This design comes from an exercise in tuning for small area, a short achievable clock period and few clock cycles per item on the open sky130 flow, not from production work. RTL that was checked went through simulation tests only; none was proved equivalent to the original. Power is estimated from default activity; no workload was simulated.

Setup of lane 1:
## cpu_top
module cpu_top #(
    parameter int inst_addr_w = 8
) (
    input  wire                     clk,
    input  wire                     rst_n,
    input  wire [data_w-1:0]        inst_rdata,
    input  wire [data_w-1:0]        data_rdata,
    output logic [inst_addr_w-1:0]  inst_addr,
    output logic [data_addr_w-1:0]  data_addr,
    output logic [data_w-1:0]       data_wdata,
    output logic                    data_we,
    output logic                    io_stall
);
Size in the first run: ~430 flip-flops, about 68 I/O pins, ~0.024 mm2 of cells after synthesis.
Settings: LEC_CHECK=0, CAP_MARGIN=20, CORE_MARGIN=2, CORE_UTILIZATION=40, SLEW_MARGIN=20; clock period 10.0 ns.
standard.sh (not shown) runs the stock make flow with config.mk's settings and CLKGATE_MAP_FILE= SYNTH_SCRIPT=/design/flow/synth_recipe.tcl, a recipe that flattens the netlist after the stock synthesis.
==> flow/flow/run.sh <==
#!/bin/bash
# Standard layout, with timing repair aiming below the clock period: the
# repair steps treat any path with less than SETUP_SLACK_MARGIN ns of slack
# as failing, so they keep improving the paths past the 10 ns constraint.
cp standard.sh standard.sh.txt
cp config.mk config.mk.txt
export SETUP_SLACK_MARGIN=7
export TNS_END_PERCENT=0
bash standard.sh > standard.log 2>&1
#### Input delta (lane 2 over lane 1)
diff --git a/flow/design.v b/flow/design.v
--- a/flow/design.v
+++ b/flow/design.v
@@ -359,23 +359,23 @@
     assign s[15] = s111;
     assign c[15] = c110;
 endmodule
 module pfx_add #(
     parameter int W = 16
 ) (
     input  wire [W-1:0]  a,
     input  wire [W-1:0]  b,
     input  wire          cin,
     output wire [W-1:0]  sum
 );
-    localparam int L = $clog2(W);
+    localparam int L = (W <= 8) ? 3 : 4;    
     wire [(L+1)*W-1:0] g;
     wire [(L+1)*W-1:0] p;
     assign g[0] = (a[0] & b[0]) | (cin & (a[0] ^ b[0]));
     assign p[0] = a[0] ^ b[0];
     assign g[W-1:1] = a[W-1:1] & b[W-1:1];
     assign p[W-1:1] = a[W-1:1] ^ b[W-1:1];
     genvar l, i;
     generate
         for (l = 0; l < L; l++) begin : g_lvl
             for (i = 0; i < W; i++) begin : g_bit
                 if ((i >> l) & 1) begin : g_op
@@ -436,23 +436,23 @@
     input  wire [data_w-1:0]        data_rdata,
     output logic [inst_addr_w-1:0]  inst_addr,
     output logic [data_addr_w-1:0]  data_addr,
     output logic [data_w-1:0]       data_wdata,
     output logic                    data_we,
     output logic                    io_stall
 );
     logic              i_valid;
     logic [pc_w-1:0]   pc_i;
     logic              d_valid;
     logic              d_stall;      
-    logic [pc_w-1:0]   pc_d;
+    logic [pc_w-1:0]   d_btgt;
     logic [data_w-1:0] ir;
     logic              e_valid;
     logic [data_w-1:0] e_a;
     logic [data_w-1:0] e_b;
     logic [pc_w-1:0]   e_addr;
     logic [pc_w-1:0]   e_btgt;
     logic              e_writes;
     logic [3:0]        e_wd;
     logic              e_alu;
     logic              e_sub;
     logic              e_slt;
@@ -463,31 +463,32 @@
     logic [3:0]        w_rd;
     logic              w_load;
     logic              w_mult;
     logic [data_w-1:0] w_res;
     logic              stall_q;
     logic              we_q;
     logic              redirect;
     logic              hz_i;
     logic              jump_i;
     logic              beq_self_i;
     logic [pc_w-1:0]   jump_pc_i;
+    logic [pc_w-1:0]   btgt_i;       
     logic [2:0]        opc_i;
     logic              i_reads_rs;
     logic              i_reads_rt;
     logic              d_late;
     assign opc_i      = inst_rdata[15:13];
     assign beq_self_i = (opc_i == op_beq) && (inst_rdata[12:9] == inst_rdata[8:5]);
     assign jump_i     = i_valid && ((opc_i == op_jump) || beq_self_i);
-    assign jump_pc_i  = beq_self_i ? pc_i + 8'd1 + {{3{inst_rdata[4]}}, inst_rdata[4:0]}
-                                   : inst_rdata[7:0];
+    assign btgt_i     = pc_i + 8'd1 + {{3{inst_rdata[4]}}, inst_rdata[4:0]};
+    assign jump_pc_i  = beq_self_i ? btgt_i : inst_rdata[7:0];
     assign i_reads_rs = (opc_i <= op_store) || ((opc_i == op_beq) && !beq_self_i);
     assign i_reads_rt = (opc_i != op_load) && i_reads_rs;
     assign hz_i = i_valid && d_late && !redirect &&
                   ((i_reads_rs && (inst_rdata[12:9] == ir_wd)) ||
                    (i_reads_rt && (inst_rdata[8:5] == ir_wd)));
     logic [3:0] ir_wd;
     pc_unit u_pc_unit (
         .clk         (clk),
         .rst_n       (rst_n),
         .redirect    (redirect),
         .redirect_pc (e_btgt),
@@ -510,23 +511,23 @@
             d_valid <= 1'b0;
             d_stall <= 1'b0;
         end else begin
             if (!d_stall)
                 d_valid <= i_valid && !redirect;
             d_stall <= hz_i;
         end
     end
     always_ff @(posedge clk) begin
         if (!d_stall) begin
             ir   <= inst_rdata;
-            pc_d <= pc_i;
+            d_btgt <= btgt_i;
         end
     end
     logic                 d_reads_rs;
     logic                 d_reads_rt;
     logic                 d_writes;
     logic [3:0]           d_wd;
     logic                 d_alu;
     logic                 d_sub;
     logic                 d_slt;
     logic                 d_mult;
     logic                 d_load;
@@ -616,23 +617,23 @@
     assign d_go     = d_valid && !d_stall && !redirect;
     always_ff @(posedge clk or negedge rst_n) begin
         if (!rst_n)
             e_valid <= 1'b0;
         else
             e_valid <= d_go;
     end
     always_ff @(posedge clk) begin
         e_a      <= d_a;
         e_b      <= d_b;
         e_addr   <= hit_ea ? addr_e : addr_d;
-        e_btgt   <= pc_d + 8'd1 + {{3{ir[4]}}, ir[4:0]};
+        e_btgt   <= d_btgt;
         e_writes <= d_writes;
         e_wd     <= d_wd;
         e_alu    <= d_alu;
         e_sub    <= d_sub;
         e_slt    <= d_slt;
         e_load   <= d_load;
         e_mult   <= d_mult;
         e_beq    <= d_beq && (d_rs != d_rt);
     end
     exec_unit u_exec_unit (
         .clk     (clk),
Results
- There was hardly any difference in register share of total power between lane 1 and lane 2.
- Between lane 2 and lane 1, data arrival time at the worst-slack endpoint is higher for lane 1, lane 2 comes in under that.
- Diff lane 2 and lane 1: count of buffers not belonging to the clock network in the layout higher in lane 2
- Diff lane 1 -> lane 2: global routing met1 resource utilization climbed 0.21 points; share of the yosys chip area belonging to registers shows an increase of 0.71 points; power per cell area +1.6%; final estimated routing congestion in global placement up about 5%.
- flip-flops and latches as the dominant kind of cell was reported by lane 2, and multi-input combinational cells by lane 1.
Testbench counts of lane 2, summed over its fixed seeds: cycles 60,777, instrs 50,571.
Only the layout flow was run in lane 1; the RTL was not checked for function there.

-- static timing again, ports no longer ideal --
No port has a modelled driver above. Below, the same layouts with a new extraction and two added sets of constraints.
Step 1 assumes that a clkbuf_16 drives the clock port and a buf_2 every other input.
Step 2 times the ports against the registers' clock, not the clock port: input delays grow and output delays shrink by t, the midpoint of the rising clock arrivals with the driver on.
Three values: no drivers, after step 1, after step 2; two values: the first two.
run	shift t [ns]	slack for setup (ns)	hold slack, ns	worst setup path after step 2
lane 1	0.646	6.359 / 6.309 / 5.745	0.324 / 0.324 / 0.324	input to register
lane 2	0.661	6.377 / 6.409 / 5.747	0.334 / 0.334 / 0.334	input to register
After both steps setup and hold are still met in every run listed. The setup slack of lane 2, which loses most, moves by +0.032 ns with the drivers and by -0.630 ns with both steps.
